From an optimization exercise on the open Yosys and OpenROAD flow, aimed at small area; shortcuts taken in it are not production practice. At most, simulation tests tie the RTL to the original design; equivalence was not proved.

== job 5521 ==
==> flow/design.v <==
package cnn_geom_pkg;
    localparam int CI     = 3;
    localparam int PIX_BW = 16;
    localparam int IMG_W  = 8;
    localparam int IMG_H  = 8;
    localparam int POOL_W = IMG_W / 2;
    localparam int COL_BW = 3;
    localparam int ROW_BW = 3;
endpackage
package cnn_ctrl_pkg;
    typedef enum logic {
        POOL_MAX = 1'b0,
        POOL_AVG = 1'b1
    } pool_op_e;
    typedef enum logic [1:0] {
        S_IDLE = 2'd0,
        S_RUN  = 2'd1,
        S_HOLD = 2'd2
    } pool_state_e;
endpackage
import cnn_geom_pkg::*;
module relu_stage (
    input  logic [PIX_BW-1:0] i_pixel,
    output logic [PIX_BW-2:0] o_mag,
    output logic              o_neg
);
    assign o_mag = i_pixel[PIX_BW-2:0];
    assign o_neg = i_pixel[PIX_BW-1];
endmodule
import cnn_geom_pkg::*;
module line_buffer (
    input  logic              clk,
    input  logic              i_shift,
    input  logic              i_odd_col,
    input  logic              i_odd_row,
    input  cnn_ctrl_pkg::pool_op_e i_op,
    input  logic [PIX_BW-2:0] i_mag,
    input  logic              i_neg,
    output logic [PIX_BW-2:0] o_result
);
    logic [PIX_BW:0] ring [POOL_W];
    logic [PIX_BW:0] acc_in;
    logic [PIX_BW:0] acc_out;
    assign acc_in = i_odd_col ? ring[POOL_W-1]
                  : (i_odd_row ? ring[0] : '0);
    pool_unit u_pool_unit (
        .i_op   (i_op),
        .i_acc  (acc_in),
        .i_mag  (i_mag),
        .i_neg  (i_neg),
        .o_acc  (acc_out)
    );
    always_ff @(posedge clk) begin
        if (i_shift) begin
            ring[POOL_W-1] <= acc_out;
            if (!i_odd_col) begin
                for (int i = 0; i < POOL_W-1; i++) begin
                    ring[i] <= ring[i+1];
                end
            end
        end
    end
    assign o_result = ring[POOL_W-1][PIX_BW:2];
endmodule
import cnn_geom_pkg::*;
import cnn_ctrl_pkg::*;
module pool_unit (
    input  cnn_ctrl_pkg::pool_op_e  i_op,
    input  logic [PIX_BW:0]         i_acc,
    input  logic [PIX_BW-2:0]       i_mag,
    input  logic                    i_neg,
    output logic [PIX_BW:0]         o_acc
);
    logic [PIX_BW-2:0] addend;
    logic [PIX_BW:0]   sum;
    logic [PIX_BW+1:0] carry;
    logic [PIX_BW-1:0] borrow;
    logic [PIX_BW-2:0] top;
    logic              keep;
    assign addend = (i_op == POOL_AVG && !i_neg) ? i_mag : '0;
    assign carry[0] = 1'b0;
    for (genvar i = 0; i <= PIX_BW; i++) begin : g_add
        if (i < PIX_BW-1) begin : g_fa
            assign sum[i]     = i_acc[i] ^ addend[i] ^ carry[i];
            assign carry[i+1] = (i_acc[i] & addend[i]) | (carry[i] & (i_acc[i] ^ addend[i]));
        end else begin : g_ha
            assign sum[i]     = i_acc[i] ^ carry[i];
            assign carry[i+1] = i_acc[i] & carry[i];
        end
    end
    assign top       = i_acc[PIX_BW:2];
    assign borrow[0] = 1'b0;
    for (genvar i = 0; i < PIX_BW-1; i++) begin : g_cmp
        assign borrow[i+1] = (~top[i] & i_mag[i]) | (~top[i] & borrow[i]) | (i_mag[i] & borrow[i]);
    end
    assign keep = i_neg | ~borrow[PIX_BW-1];
    assign o_acc = (i_op == POOL_AVG || keep) ? sum : {i_mag, 2'b00};
endmodule
import cnn_geom_pkg::*;
import cnn_ctrl_pkg::*;
module pool_ctrl (
    input  logic                 clk,
    input  logic                 reset_n,
    input  logic                 i_valid,
    output logic                 o_ready,
    input  cnn_ctrl_pkg::pool_op_e i_pool_op,
    output cnn_ctrl_pkg::pool_op_e o_op,
    output logic                 o_shift,
    output logic                 o_odd_col,
    output logic                 o_odd_row,
    output logic                 o_valid,
    output logic                 o_last,
    input  logic                 i_ready
);
    cnn_ctrl_pkg::pool_op_e op_q;
    logic [COL_BW-1:0] col;
    logic [ROW_BW-1:0] row;
    logic              accept;
    logic              frame_start;
    logic              win_done;
    assign o_ready = ~(o_valid & ~i_ready);
    assign accept  = i_valid & o_ready;
    assign frame_start = (row == '0) & (col == '0);
    assign win_done    = accept & row[0] & col[0];
    assign o_op      = cnn_ctrl_pkg::pool_op_e'(frame_start ? i_pool_op : op_q);
    assign o_shift   = accept;
    assign o_odd_col = col[0];
    assign o_odd_row = row[0];
    always_ff @(posedge clk or negedge reset_n) begin
        if (!reset_n) begin
            op_q    <= POOL_MAX;
            col     <= '0;
            row     <= '0;
            o_valid <= 1'b0;
            o_last  <= 1'b0;
        end else begin
            if (accept) begin
                if (frame_start) op_q <= i_pool_op;
                {row, col} <= {row, col} + 1'b1;
            end
            if (win_done) begin
                o_valid <= 1'b1;
                o_last  <= (row == ROW_BW'(IMG_H - 1)) & (col == COL_BW'(IMG_W - 1));
            end else if (i_ready) begin
                o_valid <= 1'b0;
                o_last  <= 1'b0;
            end
        end
    end
endmodule
import cnn_geom_pkg::*;
import cnn_ctrl_pkg::*;
module cnn_pool_top (
    input  logic                 clk,
    input  logic                 reset_n,
    input  logic                 i_valid,
    output logic                 o_ready,
    input  logic [CI*PIX_BW-1:0] i_pixel,
    input  cnn_ctrl_pkg::pool_op_e             i_pool_op,
    output logic                 o_valid,
    output logic [CI*PIX_BW-1:0] o_pool,
    output logic                 o_last,
    input  logic                 i_ready
);
    logic                     shift;
    logic                     odd_col;
    logic                     odd_row;
    cnn_ctrl_pkg::pool_op_e   op;
    for (genvar c = 0; c < CI; c++) begin : g_ch
        logic [PIX_BW-2:0] result;
        logic [PIX_BW-2:0] mag;
        logic              neg;
        relu_stage u_relu (
            .i_pixel (i_pixel[c*PIX_BW +: PIX_BW]),
            .o_mag   (mag),
            .o_neg   (neg)
        );
        line_buffer u_line_buffer (
            .clk       (clk),
            .i_shift   (shift),
            .i_odd_col (odd_col),
            .i_odd_row (odd_row),
            .i_op      (op),
            .i_mag     (mag),
            .i_neg     (neg),
            .o_result  (result)
        );
        assign o_pool[c*PIX_BW +: PIX_BW] = {1'b0, result};
    end
    pool_ctrl u_pool_ctrl (
        .clk       (clk),
        .reset_n   (reset_n),
        .i_valid   (i_valid),
        .o_ready   (o_ready),
        .i_pool_op (i_pool_op),
        .o_op      (op),
        .o_shift   (shift),
        .o_odd_col (odd_col),
        .o_odd_row (odd_row),
        .o_valid   (o_valid),
        .o_last    (o_last),
        .i_ready   (i_ready)
    );
endmodule
export LEC_CHECK = 0
export ABC_AREA = 1
export CAP_MARGIN = 20
export CORE_MARGIN = 2
export CORE_UTILIZATION = 40
export SLEW_MARGIN = 20
create_clock -name core_clock -period 10.0 [get_ports {clk}]
run.sh (not shown) runs the stock make flow with config.mk's settings and CLKGATE_MAP_FILE= SYNTH_SCRIPT=/design/flow/synth_recipe.tcl, a recipe that flattens the netlist after the stock synthesis.
Inputs modified between job 5521 and job 2245:
==> flow/design.v, changed modules only <==
module line_buffer (
    input  logic              clk,
    input  logic              i_shift,
    input  logic              i_odd_col,
    input  logic              i_odd_row,
    input  cnn_ctrl_pkg::pool_op_e i_op,
    input  logic [PIX_BW-2:0] i_mag,
    input  logic              i_neg,
    output logic [PIX_BW-2:0] o_result
);
    logic [PIX_BW:0]   tail;
    logic [PIX_BW-1:0] ring [POOL_W-1];
    logic [PIX_BW-1:0] folded;
    logic [PIX_BW:0]   head;
    logic [PIX_BW:0]   acc_in;
    logic [PIX_BW:0]   acc_out;
    logic              avg;
    assign avg = (i_op == cnn_ctrl_pkg::POOL_AVG);
    assign folded = {tail[PIX_BW-1:1], avg ? tail[0] : tail[PIX_BW]};
    assign head   = {~avg & ring[0][0], ring[0][PIX_BW-1:1], avg & ring[0][0]};
    assign acc_in = i_odd_col ? tail
                  : (i_odd_row ? head : '0);
    pool_unit u_pool_unit (
        .i_op   (i_op),
        .i_acc  (acc_in),
        .i_mag  (i_mag),
        .i_neg  (i_neg),
        .o_acc  (acc_out)
    );
    always_ff @(posedge clk) begin
        if (i_shift) begin
            tail <= acc_out;
            if (!i_odd_col) begin
                ring[POOL_W-2] <= folded;
                for (int i = 0; i < POOL_W-2; i++) begin
                    ring[i] <= ring[i+1];
                end
            end
        end
    end
    assign o_result = tail[PIX_BW:2];
endmodule
module pool_ctrl (
    input  logic                 clk,
    input  logic                 reset_n,
    input  logic                 i_valid,
    output logic                 o_ready,
    input  cnn_ctrl_pkg::pool_op_e i_pool_op,
    output cnn_ctrl_pkg::pool_op_e o_op,
    output logic                 o_shift,
    output logic                 o_odd_col,
    output logic                 o_odd_row,
    output logic                 o_valid,
    output logic                 o_last,
    input  logic                 i_ready
);
    cnn_ctrl_pkg::pool_op_e op_q;
    logic [COL_BW-1:0] col;
    logic [ROW_BW-1:0] row;
    logic              accept;
    logic              frame_start;
    logic              win_done;
    assign o_ready = ~(o_valid & ~i_ready);
    assign accept  = i_valid & o_ready;
    assign frame_start = (row == '0) & (col == '0);
    assign win_done    = accept & row[0] & col[0];
    assign o_last = o_valid & frame_start;
    assign o_op      = cnn_ctrl_pkg::pool_op_e'(frame_start ? i_pool_op : op_q);
    assign o_shift   = accept;
    assign o_odd_col = col[0];
    assign o_odd_row = row[0];
    always_ff @(posedge clk or negedge reset_n) begin
        if (!reset_n) begin
            op_q    <= POOL_MAX;
            col     <= '0;
            row     <= '0;
            o_valid <= 1'b0;
        end else begin
            if (accept) begin
                if (frame_start) op_q <= i_pool_op;
                {row, col} <= {row, col} + 1'b1;
            end
            if (win_done) begin
                o_valid <= 1'b1;
            end else if (i_ready) begin
                o_valid <= 1'b0;
            end
        end
    end
endmodule
==> run notes <==
Job 2245 vs. job 5521: routed wire length -2.7%; final cell count without fillers shrank by 25; share of the synthesized netlist area taken by xor and xnor gates was more or less identical; core utilization dropped 0.64 points; number of global-route vias before repair shows an increase of 253.
~same area added between synthesis and finish in job 5521 and job 2245
Of job 5521 and job 2245, the lower synthesized cell count belongs to job 2245.
Share of synthesized cell area in full adder, half adder and majority cells: job 2245 vs job 5521 — no meaningful difference
Function not checked in job 5521: the RTL went through the layout flow alone.

what the ideal ports hide:
The flow's constraints put no driver on any port. The routed layouts listed below were extracted and timed again, unchanged, in two steps.
Step 1 (the two cells are an assumption about what drives the block):
set clk [get_ports {clk}]
set_driving_cell -lib_cell sky130_fd_sc_hd__clkbuf_16 $clk
set_driving_cell -lib_cell sky130_fd_sc_hd__buf_2 [delete_from_list [all_inputs] $clk]
Step 2 times the ports against the registers' clock, not the clock port: input delays grow and output delays shrink by t, the midpoint of the rising clock arrivals with the driver on.
a / b / c = ideal ports / drivers / drivers and shift; a / b = the first two.
| run | shift t [ns] | setup WS [ns] | worst setup path at the end | worst slew at a driven data input, ns | cell pins on the clock port's net |
|---|---|---|---|---|---|
| job 5521 | 0.542 | 1.096 / 1.112 / 0.570 | input to register | 0.06 | 1 |
| job 2245 | 0.536 | 0.957 / 0.981 / 0.445 | input to register | 0.05 | 1 |
After both steps every run listed still meets setup and hold. The setup slack of job 5521, which loses most, moves by +0.016 ns with the drivers and by -0.526 ns with both steps.
